What follows belongs to an exercise in optimizing a design on an open flow for small area; a production flow would make more cautious choices. Function was checked by simulation only, so behaviour that the tests miss may differ from the original. Power is estimated from default activity; no workload was simulated.

===== flow/config.mk =====
export PLATFORM = sky130hd
export DESIGN_NAME = midi_note_slot_allocator
export DESIGN_NICKNAME = midi_note_slot_allocator
export VERILOG_FILES = /design/flow/design.v
export SDC_FILE = /design/flow/constraint.sdc
export NUM_CORES = 4
export LEC_CHECK = 0
export CAP_MARGIN = 20
export CORE_MARGIN = 2
export CORE_UTILIZATION = 40
export SLEW_MARGIN = 20

===== flow/constraint.sdc =====
create_clock -name core_clock -period 10.0 [get_ports {clk}]
set_input_delay 2.0000 -clock core_clock [delete_from_list [all_inputs] [get_ports {clk}]]
set_output_delay 2.0000 -clock core_clock [all_outputs]
set_load 0.01 [all_outputs]

===== flow/design.v =====
package nsa_pkg;
    localparam int NUM_SLOTS_DEF = 64;
    localparam int NUM_PORTS     = 2;
    localparam int PORTS_W = 2;
    localparam int CHAN_W  = 4;
    localparam int DATA_W  = 7;
    localparam int SLOT_W  = 6;
    localparam int TIME_W  = 32;
    localparam int INFO_W  = 1 + CHAN_W + DATA_W + 1;
    localparam logic [3:0] CMD_NOTE_ON  = 4'h9;
    localparam logic [3:0] CMD_NOTE_OFF = 4'h8;
    localparam logic [3:0] CMD_CTRL     = 4'hB;
    typedef enum logic [1:0] {
        REQ_PLAY = 2'd0,
        REQ_STOP = 2'd1,
        REQ_CC   = 2'd2,
        REQ_ALL  = 2'd3
    } req_kind_t;
    typedef enum logic [1:0] {
        OC_SENT       = 2'd0,
        OC_PORT_OFF   = 2'd1,
        OC_FULL       = 2'd2,
        OC_NOT_ACTIVE = 2'd3
    } outcome_t;
    typedef enum logic [2:0] {
        ST_INIT,
        ST_IDLE,
        ST_DECIDE,
        ST_REL_A,
        ST_REL_B,
        ST_REL_C
    } state_t;
    typedef struct packed {
        req_kind_t           req_type;
        logic                port;
        logic [CHAN_W-1:0]   channel;
        logic [DATA_W-1:0]   key;
        logic [DATA_W-1:0]   controller;
        logic [DATA_W-1:0]   value;
        logic [SLOT_W-1:0]   slot;
        logic [TIME_W-1:0]   time_stamp;
    } req_t;
    typedef struct packed {
        logic                send_valid;
        logic [7:0]          status_byte;
        logic [DATA_W-1:0]   data_one;
        logic [DATA_W-1:0]   data_two;
        logic                out_port;
        logic [TIME_W-1:0]   out_time;
        logic [SLOT_W-1:0]   handle;
        outcome_t            outcome;
        logic                last;
    } result_t;
    typedef struct packed {
        logic                active;
        logic [CHAN_W-1:0]   channel;
        logic [DATA_W-1:0]   key;
        logic                port;
    } slot_info_t;
endpackage
module nsa_ram #(
    parameter int WIDTH = 8,
    parameter int DEPTH = 64,
    parameter int AW    = 6
) (
    input  logic             clk,
    input  logic             rd_en,
    input  logic [AW-1:0]    rd_addr,
    output logic [WIDTH-1:0] rd_data,
    input  logic             wr_en,
    input  logic [AW-1:0]    wr_addr,
    input  logic [WIDTH-1:0] wr_data
);
    logic [WIDTH-1:0] mem [DEPTH];
    always_ff @(posedge clk)
    begin
        if (rd_en)
        begin
            rd_data <= mem[rd_addr];
        end
    end
    always_ff @(posedge clk)
    begin
        if (wr_en)
        begin
            mem[wr_addr] <= wr_data;
        end
    end
endmodule
module nsa_ctrl #(
    parameter int NUM_SLOTS = nsa_pkg::NUM_SLOTS_DEF
) (
    input  logic                         clk,
    input  logic                         rst_n,
    input  logic                         in_valid,
    output logic                         in_ready,
    input  nsa_pkg::req_t                in_req,
    input  logic [nsa_pkg::PORTS_W-1:0]  port_enabled,
    input  logic                         out_free,
    output logic                         emit,
    output nsa_pkg::result_t             res
);
    localparam int IDX_W = (NUM_SLOTS > 1) ? $clog2(NUM_SLOTS) : 1;
    localparam int CNT_W = $clog2(NUM_SLOTS + 1);
    localparam int CMP_W = ((IDX_W > nsa_pkg::SLOT_W) ? IDX_W : nsa_pkg::SLOT_W) + 1;
    localparam logic [IDX_W-1:0] LAST_IDX = IDX_W'(NUM_SLOTS - 1);
    nsa_pkg::state_t      state_reg, state_next;
    logic [IDX_W-1:0]     front_reg, front_next;
    logic [IDX_W-1:0]     back_reg, back_next;
    logic [IDX_W-1:0]     oldest_reg, oldest_next;
    logic [CNT_W-1:0]     count_reg, count_next;
    logic [IDX_W-1:0]     init_reg, init_next;
    logic [IDX_W-1:0]     cur_reg, cur_next;
    nsa_pkg::req_t        req_reg, req_next;
    logic                 range_reg, range_next;
    logic                 rd_en;
    logic [IDX_W-1:0]     rd_addr;
    nsa_pkg::slot_info_t  info_rd;
    logic [IDX_W-1:0]     link_n, link_p;
    logic                 info_we;
    logic [IDX_W-1:0]     info_waddr;
    nsa_pkg::slot_info_t  info_wdata;
    logic                 nx_we, pv_we;
    logic [IDX_W-1:0]     nx_waddr, nx_wdata, pv_waddr, pv_wdata;
    logic [CMP_W-1:0]     in_slot_wide;
    logic                 in_range;
    logic [CMP_W-1:0]     cur_wide;
    logic                 port_ok;
    logic                 rel_done;
    logic                 play_ok;
    nsa_ram #(.WIDTH(nsa_pkg::INFO_W), .DEPTH(NUM_SLOTS), .AW(IDX_W)) u_info (
        .clk     (clk),
        .rd_en   (rd_en),
        .rd_addr (rd_addr),
        .rd_data (info_rd),
        .wr_en   (info_we),
        .wr_addr (info_waddr),
        .wr_data (info_wdata)
    );
    nsa_ram #(.WIDTH(IDX_W), .DEPTH(NUM_SLOTS), .AW(IDX_W)) u_next (
        .clk     (clk),
        .rd_en   (rd_en),
        .rd_addr (rd_addr),
        .rd_data (link_n),
        .wr_en   (nx_we),
        .wr_addr (nx_waddr),
        .wr_data (nx_wdata)
    );
    nsa_ram #(.WIDTH(IDX_W), .DEPTH(NUM_SLOTS), .AW(IDX_W)) u_prev (
        .clk     (clk),
        .rd_en   (rd_en),
        .rd_addr (rd_addr),
        .rd_data (link_p),
        .wr_en   (pv_we),
        .wr_addr (pv_waddr),
        .wr_data (pv_wdata)
    );
    assign in_slot_wide = CMP_W'(in_req.slot);
    assign in_range     = in_slot_wide < CMP_W'(NUM_SLOTS);
    assign cur_wide     = CMP_W'(cur_reg);
    assign port_ok      = (32'(req_reg.port) < nsa_pkg::NUM_PORTS)
                          && port_enabled[req_reg.port];
    always_ff @(posedge clk or negedge rst_n)
    begin
        if (!rst_n)
        begin
            state_reg  <= nsa_pkg::ST_INIT;
            front_reg  <= '0;
            back_reg   <= LAST_IDX;
            oldest_reg <= '0;
            count_reg  <= '0;
            init_reg   <= '0;
        end
        else
        begin
            state_reg  <= state_next;
            front_reg  <= front_next;
            back_reg   <= back_next;
            oldest_reg <= oldest_next;
            count_reg  <= count_next;
            init_reg   <= init_next;
        end
    end
    always_ff @(posedge clk)
    begin
        cur_reg   <= cur_next;
        req_reg   <= req_next;
        range_reg <= range_next;
    end
    always_comb
    begin
        state_next  = state_reg;
        front_next  = front_reg;
        back_next   = back_reg;
        oldest_next = oldest_reg;
        count_next  = count_reg;
        init_next   = init_reg;
        cur_next    = cur_reg;
        req_next    = req_reg;
        range_next  = range_reg;
        in_ready   = 1'b0;
        emit       = 1'b0;
        res        = '0;
        res.out_time = req_reg.time_stamp;
        res.last   = 1'b1;
        rd_en      = 1'b0;
        rd_addr    = cur_reg;
        info_we    = 1'b0;
        info_waddr = cur_reg;
        info_wdata = '0;
        nx_we      = 1'b0;
        nx_waddr   = cur_reg;
        nx_wdata   = cur_reg;
        pv_we      = 1'b0;
        pv_waddr   = cur_reg;
        pv_wdata   = cur_reg;
        rel_done   = 1'b0;
        play_ok    = 1'b0;
        case (state_reg)
            nsa_pkg::ST_INIT:
            begin
                info_we    = 1'b1;
                info_waddr = init_reg;
                nx_we      = 1'b1;
                nx_waddr   = init_reg;
                nx_wdata   = (init_reg == LAST_IDX) ? '0 : init_reg + 1'b1;
                pv_we      = 1'b1;
                pv_waddr   = init_reg;
                pv_wdata   = (init_reg == '0) ? LAST_IDX : init_reg - 1'b1;
                init_next  = init_reg + 1'b1;
                if (init_reg == LAST_IDX)
                begin
                    state_next = nsa_pkg::ST_IDLE;
                end
            end
            nsa_pkg::ST_IDLE:
            begin
                in_ready = 1'b1;
                if (in_valid)
                begin
                    req_next   = in_req;
                    range_next = in_range;
                    rd_en      = 1'b1;
                    case (in_req.req_type)
                        nsa_pkg::REQ_STOP: rd_addr = in_slot_wide[IDX_W-1:0];
                        nsa_pkg::REQ_ALL:  rd_addr = oldest_reg;
                        default:           rd_addr = front_reg;
                    endcase
                    cur_next   = rd_addr;
                    state_next = nsa_pkg::ST_DECIDE;
                end
            end
            nsa_pkg::ST_DECIDE:
            begin
                case (req_reg.req_type)
                    nsa_pkg::REQ_PLAY:
                    begin
                        if (out_free)
                        begin
                            emit       = 1'b1;
                            state_next = nsa_pkg::ST_IDLE;
                            if (!port_ok)
                            begin
                                res.outcome = nsa_pkg::OC_PORT_OFF;
                            end
                            else if (info_rd.active)
                            begin
                                res.outcome = nsa_pkg::OC_FULL;
                            end
                            else
                            begin
                                play_ok         = 1'b1;
                                res.send_valid  = 1'b1;
                                res.status_byte = {nsa_pkg::CMD_NOTE_ON, req_reg.channel};
                                res.data_one    = req_reg.key;
                                res.data_two    = req_reg.value;
                                res.out_port    = req_reg.port;
                                res.handle      = cur_wide[nsa_pkg::SLOT_W-1:0];
                                res.outcome     = nsa_pkg::OC_SENT;
                                info_we         = 1'b1;
                                info_wdata      = {1'b1, req_reg.channel, req_reg.key, req_reg.port};
                                front_next      = link_n;
                                back_next       = cur_reg;
                                count_next      = count_reg + 1'b1;
                                if (count_reg == '0)
                                begin
                                    oldest_next = cur_reg;
                                end
                            end
                        end
                    end
                    nsa_pkg::REQ_CC:
                    begin
                        if (out_free)
                        begin
                            emit       = 1'b1;
                            state_next = nsa_pkg::ST_IDLE;
                            if (port_ok)
                            begin
                                res.send_valid  = 1'b1;
                                res.status_byte = {nsa_pkg::CMD_CTRL, req_reg.channel};
                                res.data_one    = req_reg.controller;
                                res.data_two    = req_reg.value;
                                res.out_port    = req_reg.port;
                                res.outcome     = nsa_pkg::OC_SENT;
                            end
                            else
                            begin
                                res.outcome = nsa_pkg::OC_PORT_OFF;
                            end
                        end
                    end
                    nsa_pkg::REQ_STOP:
                    begin
                        if (range_reg && info_rd.active)
                        begin
                            state_next = nsa_pkg::ST_REL_A;
                        end
                        else if (out_free)
                        begin
                            emit        = 1'b1;
                            res.handle  = req_reg.slot;
                            res.outcome = nsa_pkg::OC_NOT_ACTIVE;
                            state_next  = nsa_pkg::ST_IDLE;
                        end
                    end
                    default:
                    begin
                        if (count_reg != '0)
                        begin
                            state_next = nsa_pkg::ST_REL_A;
                        end
                        else if (out_free)
                        begin
                            emit        = 1'b1;
                            res.outcome = nsa_pkg::OC_SENT;
                            state_next  = nsa_pkg::ST_IDLE;
                        end
                    end
                endcase
            end
            nsa_pkg::ST_REL_A:
            begin
                if (out_free)
                begin
                    emit            = 1'b1;
                    res.send_valid  = 1'b1;
                    res.status_byte = {nsa_pkg::CMD_NOTE_OFF, info_rd.channel};
                    res.data_one    = info_rd.key;
                    res.data_two    = '0;
                    res.out_port    = info_rd.port;
                    res.handle      = cur_wide[nsa_pkg::SLOT_W-1:0];
                    res.outcome     = nsa_pkg::OC_SENT;
                    res.last        = (req_reg.req_type == nsa_pkg::REQ_STOP)
                                      || (count_reg == CNT_W'(1));
                    info_we         = 1'b1;
                    if ((cur_reg != front_reg) && (cur_reg != back_reg))
                    begin
                        nx_we      = 1'b1;
                        nx_waddr   = link_p;
                        nx_wdata   = link_n;
                        pv_we      = 1'b1;
                        pv_waddr   = link_n;
                        pv_wdata   = link_p;
                        state_next = nsa_pkg::ST_REL_B;
                    end
                    else
                    begin
                        if (cur_reg != front_reg)
                        begin
                            front_next = cur_reg;
                            back_next  = link_p;
                        end
                        rel_done = 1'b1;
                    end
                end
            end
            nsa_pkg::ST_REL_B:
            begin
                nx_we      = 1'b1;
                nx_waddr   = back_reg;
                nx_wdata   = cur_reg;
                pv_we      = 1'b1;
                pv_waddr   = cur_reg;
                pv_wdata   = back_reg;
                state_next = nsa_pkg::ST_REL_C;
            end
            nsa_pkg::ST_REL_C:
            begin
                nx_we      = 1'b1;
                nx_waddr   = cur_reg;
                nx_wdata   = front_reg;
                pv_we      = 1'b1;
                pv_waddr   = front_reg;
                pv_wdata   = cur_reg;
                front_next = cur_reg;
                rel_done   = 1'b1;
            end
            default:
            begin
                state_next = nsa_pkg::ST_IDLE;
            end
        endcase
        if (rel_done)
        begin
            count_next = count_reg - 1'b1;
            if (cur_reg == oldest_reg)
            begin
                oldest_next = link_n;
            end
            if ((req_reg.req_type == nsa_pkg::REQ_ALL) && (count_reg > CNT_W'(1)))
            begin
                rd_en      = 1'b1;
                rd_addr    = link_n;
                cur_next   = link_n;
                state_next = nsa_pkg::ST_REL_A;
            end
            else
            begin
                state_next = nsa_pkg::ST_IDLE;
            end
        end
    end
endmodule
module midi_note_slot_allocator #(
    parameter int NUM_SLOTS = nsa_pkg::NUM_SLOTS_DEF
) (
    input  logic        clk,
    input  logic        rst_n,
    input  logic        s_tvalid,
    output logic        s_tready,
    input  logic [63:0] s_tdata,
    input  logic [1:0]  s_tuser,
    output logic        m_tvalid,
    input  logic        m_tready,
    output logic [63:0] m_tdata,
    output logic [0:0]  m_tuser,
    output logic        m_tlast,
    input  logic        cfg_we,
    input  logic [1:0]  cfg_wdata
);
    logic [nsa_pkg::PORTS_W-1:0] port_en_reg;
    logic                        out_valid_reg;
    nsa_pkg::result_t            out_reg;
    nsa_pkg::req_t               in_req;
    nsa_pkg::result_t            res;
    logic                        emit;
    logic                        out_free;
    assign in_req.req_type   = nsa_pkg::req_kind_t'(s_tuser);
    assign in_req.port       = s_tdata[0];
    assign in_req.channel    = s_tdata[4:1];
    assign in_req.key        = s_tdata[11:5];
    assign in_req.controller = s_tdata[18:12];
    assign in_req.value      = s_tdata[25:19];
    assign in_req.slot       = s_tdata[31:26];
    assign in_req.time_stamp = s_tdata[63:32];
    assign out_free = !out_valid_reg || m_tready;
    nsa_ctrl #(.NUM_SLOTS(NUM_SLOTS)) u_ctrl (
        .clk          (clk),
        .rst_n        (rst_n),
        .in_valid     (s_tvalid),
        .in_ready     (s_tready),
        .in_req       (in_req),
        .port_enabled (port_en_reg),
        .out_free     (out_free),
        .emit         (emit),
        .res          (res)
    );
    always_ff @(posedge clk or negedge rst_n)
    begin
        if (!rst_n)
        begin
            port_en_reg   <= '0;
            out_valid_reg <= 1'b0;
        end
        else
        begin
            if (cfg_we)
            begin
                port_en_reg <= cfg_wdata;
            end
            if (emit)
            begin
                out_valid_reg <= 1'b1;
            end
            else if (m_tready)
            begin
                out_valid_reg <= 1'b0;
            end
        end
    end
    always_ff @(posedge clk)
    begin
        if (emit)
        begin
            out_reg <= res;
        end
    end
    assign m_tvalid = out_valid_reg;
    assign m_tdata  = {1'b0, out_reg.outcome, out_reg.handle, out_reg.out_time,
                       out_reg.out_port, out_reg.data_two, out_reg.data_one,
                       out_reg.status_byte};
    assign m_tuser  = out_reg.send_valid;
    assign m_tlast  = out_reg.last;
endmodule

===== flow/run.sh =====
#!/bin/bash
# synth_recipe.tcl (not shown) runs the flow's synth.tcl, then flattens the netlist and writes it again
# the make line also repeats each setting of config.mk as NAME=value (left out here)
make -C /OpenROAD-flow-scripts/flow DESIGN_CONFIG=/design/flow/config.mk WORK_HOME=/design/flow/orfs CLKGATE_MAP_FILE= SYNTH_SCRIPT=/design/flow/synth_recipe.tcl finish

==> results.txt <==
[layout make-up]
cell class / instances / share of cell area, %
diodes: 1 / 0.00304
clock buffers: 218 / 5.65
clock inverters: 104 / 1.19
inverters: 39 / 0.190
multi-input cells: 2924 / 21.1
flip-flops and latches: 1797 / 65.3
well taps: 2370 / 3.61
repair buffers: 261 / 2.90
[cell families after synthesis]
| family | synth area share, % |
|---|---|
| AND/OR/NAND/NOR | 10.8 |
| flip-flops | 74.2 |
| AO/OA/AOI/OAI | 5.99 |
| multiplexers | 6.28 |
| buffers and inverters | 2.15 |
| XOR/XNOR | 0.436 |
| adder cells (fa/ha/maj) | 0.121 |
| other | 0.00518 |
[layer usage]
layer  GRT usage, %  vias up  share of wire (%)
met5              0        -             0.0036
met4           5.96        2                2.6
met3           4.53      297                8.7
met2           32.0     2009                 46
met1           30.0    22062                 43
li1               -    19387                  -
[cell usage in the layout, fill, tap and decap left out, types with 32 or more instances in the layout]
cell type and n:
buf_4 116, o22ai_1 51, a32oi_1 60, edfxtp_1 1754, o31ai_1 37, nand2_1 972, clkbuf_16 180, nor2_2 33
nor2_1 220, o21ai_0 65, mux2i_1 425, o211ai_1 36, a31oi_1 40, a21oi_1 119, inv_1 32, clkinv_1 39
nand3_1 426, clkbuf_1 38, nand4_1 62, clkdlybuf4s50_1 137
[Yosys cell counts (33+ instances only)]
cell type / count / share of area (%)
inv_1: 33 / 0.17
nor2_1: 256 / 1.3
o22ai_1: 52 / 0.45
o21ai_0: 67 / 0.46
a31oi_1: 40 / 0.35
clkbuf_1: 137 / 0.71
nand3_1: 426 / 2.9
a21oi_1: 119 / 0.82
nand4_1: 62 / 0.54
o31ai_1: 37 / 0.38
o211ai_1: 36 / 0.37
buf_2: 94 / 0.65
buf_4: 33 / 0.34
nand2_1: 973 / 5.0
edfxtp_1: 1754 / 73
mux2i_1: 426 / 5.9
a32oi_1: 60 / 0.73
[worst max-delay path: stages]
cell and delay [ns]:
clkdlybuf4s50_1 0.42, nand2b_1 0.29, nand2_1 0.43, nor3_2 0.12, o31a_2 0.60, o21ai_4 0.44, buf_12 0.55, buf_4 0.84
mux2i_1 0.26, mux2i_1 0.09, a32o_1 0.27, o21ai_0 0.46, o221ai_1 0.23
[where the power goes]
group / total, mW / internal, mW / switching, mW
sequential: 10.7 / 10.2 / 0.426
combinational: 11.8 / 3.24 / 8.54
clock: 6.53 / 3.69 / 2.83
[how the worst max path moves through the flow]
stage,to,start,slack [ns],cells after the start
2_1_floorplan,out_reg[0],m_tready,3.03,2
3_3_place_gp,u_ctrl.u_info.rd_data[4],m_tready,2.58,13
4_1_cts,u_ctrl.u_info.rd_data[5],m_tready,3.33,12
5_1_grt,u_ctrl.u_info.rd_data[10],m_tready,2.97,13
3_5_place_dp,u_ctrl.u_info.rd_data[5],m_tready,2.46,12
6_report,u_ctrl.u_info.rd_data[4],m_tready,3.09,13
[metrics by stage]
step / total power, mW / std cells / setup slack (ns) / instance area, um^2 / utilization, %
after floorplan: 17.9 / 5055 / 3.03 / 72400 / -
after global placement: 22.3 / 7391 / 2.58 / 76600 / 42.5
after detailed placement: 22.5 / 7391 / 2.46 / 76600 / 42.5
after CTS: 29.0 / 7713 / 3.33 / 82200 / 45.6
after global routing: 30.2 / 7714 / 2.97 / 82200 / 45.6
final: 29.0 / 7714 / 3.09 / 82200 / 45.6
==> flow_summary.json <==
{
  "start_kind": "primary input",
  "grt_pass1_vias": 41910,
  "synthCells": 5054,
  "htree_levels": 4,
  "num_rows": 156,
  "overflow": 0,
  "nNetsFinal": 5279,
  "criticalPathCategory": "in2reg",
  "finalSetupViolCount": 0,
  "worst_clock_skew_ns": 0.0255,
  "grt.total_usage_pct": 20.9,
  "insertion_delay_ns": 0.83,
  "dpl.hpwl_um": 120000,
  "netlist_area_um2": 72400,
  "syn2layout_area_growth_pct": 13.6,
  "relSlewSlack_pct": 15.9,
  "worst_setup_path_end_kind": "flip-flop",
  "max_cap_viol_count": 0,
  "largest_registers": "u_ctrl.u_info.mem (832), u_ctrl.u_next.mem (384), u_ctrl.u_prev.mem (384)",
  "finalHoldViolations": 0,
  "fmax_mhz": 145,
  "tns_ns": 0,
  "root_buffer": "clkbuf_16",
  "regMostFlops": "u_ctrl.u_info.mem",
  "antenna_left": 0,
  "r2r_cells": 11,
  "cp.arrival_ns": 7.45,
  "synth-seq-cells": 1797,
  "dieArea_um2": 184000,
  "die_w_um": 429,
  "rsz0062_at_grt": "no",
  "core_area_um2": 180000,
  "period_needed_ns": 6.91,
  "postCtsSetupBuffers": 0,
  "layout-drive-gt1-share_pct": 9.15,
  "holdWs_ns": 0.419,
  "fillCellCount": 15855,
  "powerDensity_nw_per_um2": 352,
  "worst_slew_pin_slew_ns": 1.26,
  "start_util_pct": 40.1,
  "largest_reg_flops": 832,
  "ir_drop_mv": 0.491,
  "numCtsBuffers": 176,
  "antenna_found_initial": 2,
  "synth_edf_count": 1754,
  "hold_path_class": "reg2reg",
  "portBuffers": 138,
  "synth_cell_types": 78,
  "cts_tree": "yes",
  "p_leak_nw": 27.3,
  "grt_max_degree": 164,
  "rrSetupSlack_ns": 3.88,
  "status": "complete, no violations",
  "chipHeight_um": 429,
  "drt_first_iter_violations": 5396,
  "hp-start": "u_ctrl.req_reg[12]",
  "wl_per_cell_um": 25.4,
  "yosysSeqAreaShare_pct": 74.2,
  "grt_first_pass_wirelength_um": 288000,
  "clock-sinks": 1797,
  "remaining_drc_errors": 0,
  "place_congestion": 0.881,
  "clkTransAtPathRegs_ns": 0.06,
  "yosysWarnings": 4,
  "async_reset_ff_share_pct": 2.06,
  "fin_crit_sh_pct": 69.1,
  "top_level_ports": 141,
  "synth_area_per_cell_um2": 14.3,
  "ctsHoldBuffers": 0,
  "seq_area_um2": 53700,
  "cp_max_fo": 163,
  "worstPathRequired_ns": 10.54,
  "ctsLongestPathBuffers": 3,
  "r2r-start": "u_ctrl.state_reg[1]",
  "slew_viol_final": 0,
  "r2r-end": "u_ctrl.u_info.rd_data[2]",
  "min_to": "out_reg[21]",
  "vias_per_cell": 5.67,
  "drt-pass1-iter-count": 9,
  "vias": 43757,
  "synthFlopType": "edfxtp_1",
  "multiInputGateArea_um2": 17400,
  "routed_wl_um": 196000,
  "postCtsResizedCells": 0,
  "holdPathStages": 0
}

[port drivers added, routing unchanged]
The flow's constraints put no driver on any port. The routed layout listed below was extracted and timed again, unchanged, in two steps.
Step 1: set_driving_cell puts a clkbuf_16 on clk and a buf_2 on each other input, an assumption about the parent block.
Step 2, shift: input delay + t, output delay - t, t = (earliest + latest rising clock arrival at the registers) / 2. This alone moves slack from input paths to output paths.
Three values: ideal ports, drivers, drivers and shift; two values: the first two.
t, ns: 0.909
setup WS [ns]: 3.092 / 3.144 / 2.235
worst setup path after step 2: input to register
pins driven straight from the clock port: 1
After both steps setup and hold are still met in this run. The setup slack of this run moves by +0.052 ns with the drivers and by -0.857 ns with both steps.
